Background: an optimization exercise with open tools, aiming at small area, a short achievable clock period and few clock cycles per item. Do not read the settings as production practice.
Function was not checked in any run shown here: the RTL went through the layout flow alone.
Power figures rest on the tool's default switching activity, not on a simulated workload.

**flow/design.v**
```verilog
package wafp_pkg;
  localparam int unsigned WINDOW_DEPTH = 64;
  localparam int unsigned SAMPLE_BITS  = 32;
  localparam int unsigned ADDR_BITS  = (WINDOW_DEPTH > 1) ? $clog2(WINDOW_DEPTH) : 1;
  localparam int unsigned COUNT_BITS = $clog2(WINDOW_DEPTH + 1);
  localparam int unsigned SUM_BITS   = SAMPLE_BITS + ADDR_BITS;
  localparam int unsigned STEP_BITS  = $clog2(SUM_BITS);
  localparam int unsigned FLOOR_BITS = 6;
  localparam int unsigned BIAS_BITS  = 14;
  localparam int unsigned IN_BYTES   = (2 * SAMPLE_BITS + 7) / 8;
  localparam int unsigned OUT_BYTES  = (FLOOR_BITS + BIAS_BITS + 7) / 8;
  localparam int unsigned POOL_TIER_4 = 1500;
  localparam int unsigned POOL_TIER_3 = 800;
  localparam int unsigned POOL_TIER_2 = 400;
  localparam int unsigned POOL_TIER_1 = 150;
  localparam int unsigned POOL_LOW    = 40;
  localparam int unsigned BONUS_4 = 25;
  localparam int unsigned BONUS_3 = 14;
  localparam int unsigned BONUS_2 = 8;
  localparam int unsigned BONUS_1 = 4;
  localparam int unsigned BIAS_4   = 9800;
  localparam int unsigned BIAS_3   = 9900;
  localparam int unsigned BIAS_2   = 9950;
  localparam int unsigned BIAS_MID = 10000;
  localparam int unsigned BIAS_LOW = 10100;
  localparam int unsigned FEE_DIV       = 50;
  localparam int unsigned FEE_CAP       = 32;
  localparam int unsigned FEE_CAP_START = FEE_CAP * FEE_DIV;
  localparam int unsigned FEE_IN_BITS   = $clog2(FEE_CAP_START);
  localparam int unsigned FEE_RECIP       = 1311;
  localparam int unsigned FEE_RECIP_BITS  = 11;
  localparam int unsigned FEE_RECIP_SHIFT = 16;
  localparam int unsigned FEE_PROD_BITS   = FEE_IN_BITS + FEE_RECIP_BITS;
endpackage
module wafp_ram #(
  parameter int unsigned Width = 8,
  parameter int unsigned Depth = 16
) (
  input  logic             clk_i,
  input  logic             we_i,
  input  logic [Width-1:0] wdata_i,
  output logic [Width-1:0] rdata_o
);
  logic [Depth*Width-1:0] ring_q;
  assign rdata_o = ring_q[Depth*Width-1 -: Width];
  always_ff @(posedge clk_i) begin
    ring_q <= {ring_q[(Depth-1)*Width-1:0], we_i ? wdata_i : rdata_o};
  end
endmodule
module windowed_average_fee_policy (
  input  logic                             clk_i,
  input  logic                             rst_ni,
  input  logic                             s_axis_tvalid,
  output logic                             s_axis_tready,
  input  logic [8*wafp_pkg::IN_BYTES-1:0]  s_axis_tdata,
  output logic                             m_axis_tvalid,
  input  logic                             m_axis_tready,
  output logic [8*wafp_pkg::OUT_BYTES-1:0] m_axis_tdata
);
  localparam int unsigned SB = wafp_pkg::SAMPLE_BITS;
  localparam int unsigned XB = 17;                    
  localparam int unsigned UB = XB + 6;                
  localparam int unsigned CB = wafp_pkg::COUNT_BITS;  
  localparam int unsigned QD = 6;                     
  localparam int unsigned OB = 3;                     
  localparam logic [2:0] TC_LOW = 3'd0;
  localparam logic [2:0] TC_MID = 3'd1;
  localparam logic [2:0] TC_1   = 3'd2;
  localparam logic [2:0] TC_2   = 3'd3;
  localparam logic [2:0] TC_3   = 3'd4;
  localparam logic [2:0] TC_4   = 3'd5;
  logic [5:0]    phase_q;       
  logic          started_q;     
  logic [OB-1:0] owed_q;        
  logic          ready_q;
  logic          in_fire, out_fire;
  logic [5:0]    phase_d;
  logic [OB-1:0] owed_d;
  logic [XB-1:0] xp_q, xf_q;
  logic          xv_q;
  assign s_axis_tready = ready_q;
  assign in_fire       = s_axis_tvalid && ready_q;
  assign phase_d = (in_fire || !(started_q || in_fire)) ? '0 : phase_q + 6'd1;
  assign owed_d  = owed_q + OB'(in_fire) - OB'(out_fire);
  always_ff @(posedge clk_i or negedge rst_ni) begin
    if (!rst_ni) begin
      phase_q   <= '0;
      started_q <= 1'b0;
      owed_q    <= '0;
      ready_q   <= 1'b0;
      xv_q      <= 1'b0;
    end else begin
      phase_q   <= phase_d;
      started_q <= started_q || in_fire;
      owed_q    <= owed_d;
      ready_q   <= (phase_d == '0) && (owed_d < OB'(QD));
      xv_q      <= in_fire;
    end
  end
  logic [SB-1:0] in_p, in_f;
  assign in_p = s_axis_tdata[SB-1:0];
  assign in_f = s_axis_tdata[2*SB-1:SB];
  always_ff @(posedge clk_i) begin
    xp_q <= (|in_p[SB-1:XB]) ? {XB{1'b1}} : in_p[XB-1:0];
    xf_q <= (|in_f[SB-1:XB]) ? {XB{1'b1}} : in_f[XB-1:0];
  end
  localparam int unsigned DB = 12;   
  logic [2*XB-1:0] old_pair;
  logic [XB-1:0]   old_p, old_f;
  logic [UB-1:0]   psum_q, fsum_q;
  logic [CB-1:0]   n_q;
  logic [DB-1:0]   d_q;              
  logic [DB+1:0]   d3_q;             
  logic [16:0]     t4_q;             
  logic [15:0]     t3_q;             
  logic [14:0]     t2_q;             
  logic [13:0]     t1_q;             
  logic [11:0]     t0_q;             
  logic            full;
  logic            v1_q;
  wafp_ram #(
    .Width (2 * XB),
    .Depth (wafp_pkg::WINDOW_DEPTH)
  ) u_window (
    .clk_i   (clk_i),
    .we_i    (xv_q),
    .wdata_i ({xf_q, xp_q}),
    .rdata_o (old_pair)
  );
  assign full  = n_q[CB-1];
  assign old_p = full ? old_pair[XB-1:0] : '0;
  assign old_f = full ? old_pair[2*XB-1:XB] : '0;
  always_ff @(posedge clk_i or negedge rst_ni) begin
    if (!rst_ni) begin
      psum_q <= '0;
      fsum_q <= '0;
      n_q    <= '0;
      d_q    <= '0;
      d3_q   <= '0;
      t4_q   <= '0;
      t3_q   <= '0;
      t2_q   <= '0;
      t1_q   <= '0;
      t0_q   <= '0;
      v1_q   <= 1'b0;
    end else begin
      v1_q <= xv_q;
      if (xv_q) begin
        psum_q <= psum_q + UB'(xp_q) - UB'(old_p);
        fsum_q <= fsum_q + UB'(xf_q) - UB'(old_f);
      end
      if (xv_q && !full) begin
        n_q  <= n_q + CB'(1);
        d_q  <= d_q + DB'(50);
        d3_q <= d3_q + 14'd150;
        t4_q <= t4_q + 17'(wafp_pkg::POOL_TIER_4 + 1);
        t3_q <= t3_q + 16'(wafp_pkg::POOL_TIER_3 + 1);
        t2_q <= t2_q + 15'(wafp_pkg::POOL_TIER_2 + 1);
        t1_q <= t1_q + 14'(wafp_pkg::POOL_TIER_1 + 1);
        t0_q <= t0_q + 12'(wafp_pkg::POOL_LOW);
      end
    end
  end
  localparam int unsigned RB = 17;   
  logic [2:0]    tc2;
  logic          cap;
  logic          fbig;
  logic [RB-1:0] fl;
  logic [RB:0]   s8, s16, s24;
  logic [1:0]    q43;
  logic [14:0]   r1;                 
  always_comb begin
    if (psum_q >= UB'(t4_q))      tc2 = TC_4;
    else if (psum_q >= UB'(t3_q)) tc2 = TC_3;
    else if (psum_q >= UB'(t2_q)) tc2 = TC_2;
    else if (psum_q >= UB'(t1_q)) tc2 = TC_1;
    else if (psum_q < UB'(t0_q))  tc2 = TC_LOW;
    else                          tc2 = TC_MID;
  end
  assign fbig = |fsum_q[UB-1:RB];
  assign fl   = fsum_q[RB-1:0];
  assign cap  = fbig || (fl >= {d_q, 5'b0});
  assign s8   = {1'b0, fl} - (RB+1)'({d_q, 3'b0});
  assign s16  = {1'b0, fl} - (RB+1)'({d_q, 4'b0});
  assign s24  = {1'b0, fl} - (RB+1)'({d3_q, 3'b0});
  always_comb begin
    if (!s24[RB])      begin q43 = 2'd3; r1 = 15'(s24); end
    else if (!s16[RB]) begin q43 = 2'd2; r1 = 15'(s16); end
    else if (!s8[RB])  begin q43 = 2'd1; r1 = 15'(s8);  end
    else               begin q43 = 2'd0; r1 = 15'(fl);  end
  end
  logic          v2_q;
  logic [2:0]    tc2_q;
  logic          cap2_q;
  logic [1:0]    q43_2_q;
  logic [14:0]   r1_q;
  logic [DB-1:0] d2_q;
  logic [DB+1:0] d3_2_q;
  always_ff @(posedge clk_i or negedge rst_ni) begin
    if (!rst_ni) v2_q <= 1'b0;
    else         v2_q <= v1_q;
  end
  always_ff @(posedge clk_i) begin
    tc2_q   <= tc2;
    cap2_q  <= cap;
    q43_2_q <= q43;
    r1_q    <= r1;
    d2_q    <= d_q;
    d3_2_q  <= d3_q;
  end
  logic [15:0] u2, u4, u6;   
  logic [1:0]  q21;
  logic [12:0] r2;                   
  assign u2 = {1'b0, r1_q} - 16'({d2_q, 1'b0});
  assign u4 = {1'b0, r1_q} - 16'({d2_q, 2'b0});
  assign u6 = {1'b0, r1_q} - 16'({d3_2_q, 1'b0});
  always_comb begin
    if (!u6[15])      begin q21 = 2'd3; r2 = 13'(u6); end
    else if (!u4[15]) begin q21 = 2'd2; r2 = 13'(u4); end
    else if (!u2[15]) begin q21 = 2'd1; r2 = 13'(u2); end
    else              begin q21 = 2'd0; r2 = 13'(r1_q); end
  end
  logic          v3_q;
  logic [2:0]    tc3_q;
  logic          cap3_q;
  logic [3:0]    q4_1_q;
  logic [12:0]   r2_q;
  logic [DB-1:0] d3r_q;
  always_ff @(posedge clk_i or negedge rst_ni) begin
    if (!rst_ni) v3_q <= 1'b0;
    else         v3_q <= v2_q;
  end
  always_ff @(posedge clk_i) begin
    tc3_q  <= tc2_q;
    cap3_q <= cap2_q;
    q4_1_q <= {q43_2_q, q21};
    r2_q   <= r2;
    d3r_q  <= d2_q;
  end
  logic       q0;
  logic [5:0] fee_term, bonus, min_fee;
  assign q0       = (r2_q >= 13'(d3r_q));
  assign fee_term = cap3_q ? 6'(wafp_pkg::FEE_CAP) : {1'b0, q4_1_q, q0};
  always_comb begin
    case (tc3_q)
      TC_4:    bonus = 6'(wafp_pkg::BONUS_4);
      TC_3:    bonus = 6'(wafp_pkg::BONUS_3);
      TC_2:    bonus = 6'(wafp_pkg::BONUS_2);
      TC_1:    bonus = 6'(wafp_pkg::BONUS_1);
      default: bonus = '0;
    endcase
  end
  assign min_fee = 6'd1 + bonus + fee_term;
  logic [8:0]    qd_q [QD];
  logic [OB-1:0] qn_q;
  logic          mv_q;
  logic [OB-1:0] wpos, qn_d;
  assign out_fire = mv_q && m_axis_tready;
  assign wpos     = qn_q - OB'(out_fire);
  assign qn_d     = qn_q + OB'(v3_q) - OB'(out_fire);
  always_ff @(posedge clk_i or negedge rst_ni) begin
    if (!rst_ni) begin
      qn_q <= '0;
      mv_q <= 1'b0;
    end else begin
      qn_q <= qn_d;
      mv_q <= (qn_d != '0);
    end
  end
  always_ff @(posedge clk_i) begin
    for (int i = 0; i < QD; i++) begin
      if (v3_q && wpos == OB'(i)) begin
        qd_q[i] <= {tc3_q, min_fee};
      end else if (out_fire) begin
        if (i < QD - 1) qd_q[i] <= qd_q[i+1];
      end
    end
  end
  logic [13:0] bias;
  always_comb begin
    case (qd_q[0][8:6])
      TC_4:         bias = 14'(wafp_pkg::BIAS_4);
      TC_3:         bias = 14'(wafp_pkg::BIAS_3);
      TC_2:         bias = 14'(wafp_pkg::BIAS_2);
      TC_LOW:       bias = 14'(wafp_pkg::BIAS_LOW);
      default:      bias = 14'(wafp_pkg::BIAS_MID);
    endcase
  end
  assign m_axis_tvalid = mv_q;
  assign m_axis_tdata  = {4'b0, bias, qd_q[0][5:0]};
endmodule
```
**flow/run.sh**
```bash
#!/bin/bash
# synth_recipe.tcl (not shown) runs the flow's synth.tcl, then flattens the netlist and writes it again
# the make line also repeats each setting of config.mk as NAME=value (left out here)
make -C /OpenROAD-flow-scripts/flow DESIGN_CONFIG=/design/flow/config.mk WORK_HOME=/design/flow/orfs CLKGATE_MAP_FILE= SYNTH_SCRIPT=/design/flow/synth_recipe.tcl finish
```
**flow/config.mk**
```make
export PLATFORM = sky130hd
export DESIGN_NAME = windowed_average_fee_policy
export DESIGN_NICKNAME = windowed_average_fee_policy
export VERILOG_FILES = /design/flow/design.v
export SDC_FILE = /design/flow/constraint.sdc
export NUM_CORES = 4
export LEC_CHECK = 0
export ABC_CLOCK_PERIOD_IN_PS = 3000
export CAP_MARGIN = 20
export CORE_MARGIN = 2
export CORE_UTILIZATION = 40
export SLEW_MARGIN = 20
```
**flow/constraint.sdc**
```tcl
create_clock -name core_clock -period 8.0 [get_ports {clk_i}]
set_input_delay 1.6000 -clock core_clock [delete_from_list [all_inputs] [get_ports {clk_i}]]
set_output_delay 1.6000 -clock core_clock [all_outputs]
set_load 0.01 [all_outputs]
```
==> flow_metrics.tcl, run 1 <==
set metrics [dict create \
    cts_tree "built" \
    dpl.hpwl_um 55500 \
    holdWs_ps 293 \
    report.final.slew_viol_count 0 \
    grt_max_degree 64 \
    r2r-end "psum_q[22]" \
    syn_to_final_growth_pct 16.8 \
    leakagePower_uw 0.0321 \
    cp-end-kind "register" \
    crit_fanout 13 \
    async_reset_ff_share_pct 6.66 \
    synth_cell_types 87 \
    fin_crit_sh_pct 48.4 \
    vias 29800 \
    ctsHoldBuffers 0 \
    post_cts_buffers 0 \
    seq_area_frac_synth_pct 78.9 \
    vias_per_cell 4.17 \
    h-tree-depth 4 \
    drc 0 \
    rrSetupSlack_ps 4360 \
    finalHoldViolations 0 \
    numCtsBuffers 225 \
    arrival_ps 4330 \
    max-cap-violations 0 \
    ant_nets 0 \
    crit_required_ps 8460 \
    finalNetCount 5117 \
    dieArea_um2 167000 \
    io_pins 94 \
    clk_latency_ps 820 \
    peakVddDrop_uv 270 \
    die_y_um 408 \
    holdPathStages 0 \
    synth_edf_count 54 \
    io_buffers 83 \
    firstDrtPassIters 5 \
    tightestPinTransition_ps 955 \
    crit_type "input pin to register" \
    place.gp.congestion 0.792 \
    fmax_mhz 258 \
    timing.final.ws_setup_ps 4130 \
    p_total_uw 32100 \
    synth_seq_cells 2508 \
    cts_root_buf "clkbuf_16" \
    slew-limit-headroom_pct 34.7 \
    path_clk_slew_ps 60 \
    rsz0062_at_grt "no" \
    path_buf_inv 2 \
    wl_per_cell_um 12.7 \
    ys.flop_type "dfxtp_1" \
    yosys_warnings 3 \
    drtIter0Drc 1361 \
    clockBufferDepth 3 \
    crit_path_end "qd_q[2][3]" \
    pre_cts_ws_ps 3290 \
    grt_use_total_pct 11.2 \
    synthCells 4502 \
    crit_chain "clkdlybuf4s50_1, nand2_1, inv_1, ha_1, ha_1, xnor2_1, nand4_1, nand2_1" \
    slowest_delay_ps 530 \
    crit_cells 8 \
    hp-class "register to register" \
    layout-drive-gt1-share_pct 10.1 \
    cpLargestDelayFamily "simple AND/OR/NAND/NOR gates" \
    cts_resized 0 \
    grt_pass1_wl_um 153000 \
    startpoint_type "input pin" \
    r2r_start "n_q[6]" \
    grt_overflow 0 \
    fin_crit_ps 3870 \
    start_util_pct 40.2 \
    grt_antenna_before_repair 9 \
    skew_ps 52.2 \
    outcome "finished clean" \
    grt_pass1_vias 30400 \
    cts_sinks 2508 \
    core_um2 163000 \
    totalWireLength_um 90800 \
    tns_ps 0 \
    r2r_cells 12 \
    cellPowerDensity_nw_per_um2 420 \
    num_rows 148 \
    startpoint "m_axis_tready" \
    syn_area_per_cell_um2 14.5 \
    die_w_um 408 \
    slowest_stage "nand4_1" \
    stdcell_area_um2 76400 \
    synth_area_um2 65400 \
    placed_cell_area_um2 68700 \
    setup_viol 0 \
]
worst min path at each step:
stage                     startpoint                     to  slack (ps)
2_1_floorplan                 cap2_q                 cap3_q         310
3_3_place_gp   u_window.ring_q[2120]  u_window.ring_q[2154]         310
3_5_place_dp    u_window.ring_q[112]   u_window.ring_q[146]         310
4_1_cts        u_window.ring_q[1963]  u_window.ring_q[1997]         290
5_1_grt        u_window.ring_q[1955]  u_window.ring_q[1989]         300
6_report       u_window.ring_q[1054]  u_window.ring_q[1088]         290
worst reg2reg max path, delay by kind of cell, from the launching register on:
| family | cells | cell delay (ps) |
|---|---|---|
| AOI/OAI and AO/OA | 6 | 1190 |
| adders and majority gates | 2 | 930 |
| buffers and inverters | 1 | 380 |
| DFF | 1 | 320 |
| muxes | 1 | 220 |
| and+or+nand+nor | 2 | 460 |
layer usage:
layer | vias to the layer above | wire (um) | track usage [%]
met1 | 14000 | 46500 | 15.6
met4 | 12 | 2400 | 4.45
li1 | 15200 | - | -
met2 | 376 | 37600 | 16.3
met3 | 192 | 4240 | 3.16
met5 | - | 80 | 0
cell families (layout without fill, tap and decap cells):
| family | count (synthesis) | after routing | share of synthesized area, % |
|---|---|---|---|
| AO/OA/AOI/OAI | 454 | 454 | 4.49 |
| adder cells (fa/ha/maj) | 281 | 281 | 5.87 |
| buffers and inverters | 384 | 834 | 2.31 |
| other | 2 | 13 | 0.0115 |
| multiplexers | 79 | 79 | 1.32 |
| XOR/XNOR | 179 | 179 | 2.40 |
| flip-flops | 2508 | 2508 | 78.9 |
| AND/OR/NAND/NOR | 615 | 615 | 4.70 |
synth_stat cells, drive strengths merged, types with 39 or more instances:
cell,n,area [um2]
edfxtp,54,1620
fa,43,861
o21ai,127,636
nor2,114,428
nand2,183,687
xnor2,148,1300
a21o,56,420
dfrtp,167,4180
ha,238,2980
and2,39,244
mux2,58,653
dfxtp,2287,45800
a21oi,111,559
or2,45,282
inv,323,1210
nand3,44,220
registers in the layout (all words and copies together) (netlist names), 15 cells and up:
register / cells
u_window.ring_q: 2176
qd_q: 54
fsum_q: 23
psum_q: 23
t4_q: 17
xf_q: 17
xp_q: 17
t3_q: 16
r1_q: 15
t2_q: 15
through the flow:
step	util [%]	cells
floorplan	-	4510
CTS	47.0	7135
global route	47.0	7135
global placement	42.3	6716
detailed placement	42.3	6716
finish	47.0	7138
placed cells by master, fill, tap and decap left out, types with 17 or more instances in the layout:
cell,instances
a21o_1,56
a21oi_1,110
a31oi_1,17
and2_1,39
clkbuf_1,46
clkbuf_16,232
clkbuf_8,38
clkdlybuf4s50_1,82
clkinv_2,48
dfrtp_1,166
dfxtp_1,2287
edfxtp_1,54
fa_1,43
ha_1,238
inv_1,323
mux2_2,57
mux2i_1,21
nand2_1,183
nand2b_1,26
nand3_1,44
nand4_1,26
nor2_1,113
nor2b_1,32
nor3_1,37
o21a_1,21
o21ai_0,114
or2_2,43
xnor2_1,148
xor2_1,31
layout make-up:
cell class	count	area (um2)
Sequential cell	2508	51600
Tap cell	2175	2720
Clock inverter	101	1090
Multi-Input combinational cell	1618	12300
Inverter	323	1210
Clock buffer	318	6520
Antenna cell	3	7.51
Fill cell	14100	86200
Timing Repair Buffer	92	900
power by group:
part	switching (uW)	internal [uW]	total [uW]
Combinational	3320	2680	6000
Sequential	895	14600	15500
Clock	4510	6090	10600
==> inputs of run 2 (changes only) <==
--- a/flow/config.mk
+++ b/flow/config.mk
@@ -10,3 +10,4 @@
 export CORE_MARGIN = 2
 export CORE_UTILIZATION = 40
+export SETUP_SLACK_MARGIN = 4.5
 export SLEW_MARGIN = 20
==> run 2 against run 1 <==
Still clean on timing, DRC and antenna. Synthesized area did not move. Clock power is 4% higher. Wire length up 2.1%. Power increased by 2.0%. Non-clock buffer count grew 22. Synthesized cell count unchanged. Largest power group unchanged.
==> flow_metrics.tcl, run 2 <==
set metrics [dict create \
    synthCells 4502 \
    crit_fanout 4 \
    dpl.hpwl_um 55700 \
    clockBufferDepth 3 \
    holdPathStages 0 \
    yosys_warnings 3 \
    p_seq_share_pct 47.4 \
    cts_root_buf "clkbuf_16" \
    ys_top_cells_by_area "dfxtp_1, dfrtp_1, ha_1" \
    syn_to_final_growth_pct 18.2 \
    reg.largest.list "u_window.ring_q x2176, qd_q x54" \
    synth_top_area_cell "dfxtp_1" \
    p_sw_share_pct 27.1 \
    io_pins 94 \
    dieArea_um2 167000 \
    core_um2 163000 \
    cp-end-kind "output pin" \
    synth_seq_cells 2508 \
    fmax_mhz 285 \
    p_switching_uw 8840 \
    cellPowerDensity_nw_per_um2 423 \
    synth_common_cells "dfxtp_1, inv_1, ha_1, nand2_1, dfrtp_1" \
    clk_latency_ps 850 \
    io_buffers 83 \
    p_clk_share_pct 33.6 \
    startpoint_type "register" \
    syn_area_per_cell_um2 14.5 \
    finalNetCount 5138 \
    fillCellCount 14000 \
    p_comb_share_pct 19.0 \
    synth_fa_ha_area_share_pct 5.87 \
    ctsHoldBuffers 0 \
    crit_required_ps 6400 \
    drc 0 \
    regMostFlops "u_window.ring_q" \
    r2r_cells 13 \
    slew-limit-headroom_pct 39.0 \
    synth_top_family_by_area "adder cells" \
    hp-class "register to register" \
    wl_per_cell_um 13.0 \
    synth_area_um2 65400 \
    die_w_um 408 \
    synth_edf_count 54 \
    min-delay-start "u_window.ring_q[1343]" \
    crit_type "register to output pin" \
    die_y_um 408 \
    path_clk_slew_ps 60 \
    async_reset_ff_share_pct 6.66 \
    num_rows 148 \
    peakVddDrop_uv 260 \
    drtIter0Drc 1408 \
    p_total_uw 32700 \
    internal-power_uw 23800 \
    tns_ps 0 \
    grt_max_degree 100 \
    h-tree-depth 4 \
    report.final.slew_viol_count 0 \
    seq_area_frac_synth_pct 78.9 \
    start_util_pct 40.2 \
    synth_top_area_share_pct 70.0 \
    arrival_ps 1910 \
    vias_per_cell 4.19 \
    rsz0062_at_grt "yes" \
    place.gp.congestion 0.819 \
    ys.flop_type "dfxtp_1" \
    rrSetupSlack_ps 4590 \
    grt_pass1_vias 30500 \
    layout-drive-gt1-share_pct 12.2 \
    synth_mux_area_share_pct 1.32 \
    ant_nets 0 \
    tightestPinTransition_ps 893 \
    firstDrtPassIters 5 \
    totalWireLength_um 92700 \
    grt_antenna_before_repair 10 \
    synth-xor-area-share_pct 2.40 \
    finalHoldViolations 0 \
    fin_crit_sh_pct 43.8 \
    r2r_start "n_q[6]" \
    synth_cell_types 87 \
    skew_ps 61.7 \
    synth_compound_area_share_pct 4.49 \
    cts_tree "built" \
    synth-simple-area-share_pct 4.70 \
    largest_reg_flops 2176 \
    r2r-end "fsum_q[13]" \
    hold-path-endpoint "u_window.ring_q[1377]" \
    outcome "finished clean" \
    fin_crit_ps 3510 \
    grt_use_total_pct 11.4 \
    vias 29900 \
    grt_pass1_wl_um 155000 \
    final_cell_mix "dfxtp_1, inv_1, clkbuf_16" \
    numCtsBuffers 223 \
    grt_overflow 0 \
    max-cap-violations 0 \
    leakagePower_uw 0.0324 \
    final_common_cell "dfxtp_1" \
    cts_sinks 2508 \
    yosysMostFrequentCell "dfxtp_1" \
    setup_viol 0 \
]
==> run 2: metrics by stage <==
step	util (%)	worst slack, ps	instances	hold slack (ps)	area [um2]
6_report	47.5	4490	7153	284	77300
5_1_grt	47.5	4390	7152	289	77300
4_1_cts	47.3	4340	7141	283	76900
3_5_place_dp	42.3	3520	6716	312	68800
3_3_place_gp	42.3	3590	6716	310	68800
2_1_floorplan	-	4450	4510	310	65400
==> run 2: power by group through the flow <==
stage                     registers (uW)  clock network (uW)  logic [uW]
final                              15500               11000        6210
after global routing               15700               11900        7070
after CTS                          15500               11400        6110
after detailed placement           15700                   0        6020
after global placement             15700                   0        5870
after floorplan                    15300                   0        4730
==> run 2: how the worst max path moves through the flow <==
stage / slack [ps] / endpoint / startpoint
after floorplan: 4450 / qd_q[2][0] / m_axis_tready
after global placement: 3590 / qd_q[2][7] / m_axis_tready
after detailed placement: 3520 / qd_q[2][7] / m_axis_tready
after CTS: 4340 / m_axis_tdata[12] / qd_q[0][8]
after global routing: 4390 / m_axis_tdata[12] / qd_q[0][7]
final: 4490 / m_axis_tdata[12] / qd_q[0][7]
==> run 2: kinds of logic after synthesis <==
logic type,count (synthesis)
adder cells (fa/ha/maj),281
AND/OR/NAND/NOR,615
AO/OA/AOI/OAI,454
other,2
flip-flops,2508
XOR/XNOR,179
buffers and inverters,384
multiplexers,79
==> run 2: critical path, cell delays in order, from the launching register on <==
cell and delay [ps]:
edfxtp_1 430, buf_4 160, nand2b_4 170, a31oi_4 200, buf_6 130
==> run 2: layer usage <==
| layer | global-route usage, % | wire length [um] | vias to the layer above |
|---|---|---|---|
| met4 | 4.91 | 2680 | 14 |
| met1 | 15.8 | 47200 | 14100 |
| met2 | 16.6 | 38500 | 375 |
| li1 | - | - | 15200 |
| met5 | 0 | 104 | - |
| met3 | 3.12 | 4270 | 220 |
==> run 2: final cells by class <==
class	count	area (um2)	area share (%)
flip-flops and latches	2508	51600	66.8
multi-input cells	1619	12600	16.4
clock buffers	318	6650	8.60
well taps	2175	2720	3.52
clock inverters	95	1330	1.72
inverters	323	1220	1.57
repair buffers	114	1110	1.43
diodes	1	2.50	0.00324
==> run 2: timing repair <==
action / 4_1_cts / 5_1_grt
gates cloned: 0 / 2
hold endpoints to repair: 0 / 0
resized for setup: 54 / 65
setup buffers: 12 / 9
pin swaps: 9 / 20
endpoints found under the setup margin: 76 / 75

==> separate check: timing with driven ports <==
In the flow no input, the clock included, has a driving cell. The finished layouts below were timed again as built, in two steps.
Step 1 assumes that a clkbuf_16 drives the clock port and a buf_2 every other input.
Step 2 also shifts input and output timing later by t, the mid clock arrival at the registers, as if the neighbouring blocks saw the same clock.
Slacks: ideal / step 1 / step 2; pairs: ideal / step 1.
| run | shift t [ns] | setup WS [ns] | worst setup path after step 2 | latest minus earliest clock arrival (ns) | worst slew at a driven data input, ns |
|---|---|---|---|---|---|
| run 1 | 0.883 | 4.129 / 4.120 / 3.302 | input to register | 0.061 / 0.062 | 0.15 |
| run 2 | 0.887 | 4.493 / 4.424 / 3.736 | input to register | 0.065 / 0.065 | 0.15 |
After both steps every run listed still meets setup and hold. For run 1, which loses most, drivers alone change the setup slack by -0.009 ns; drivers and shift together by -0.827 ns.
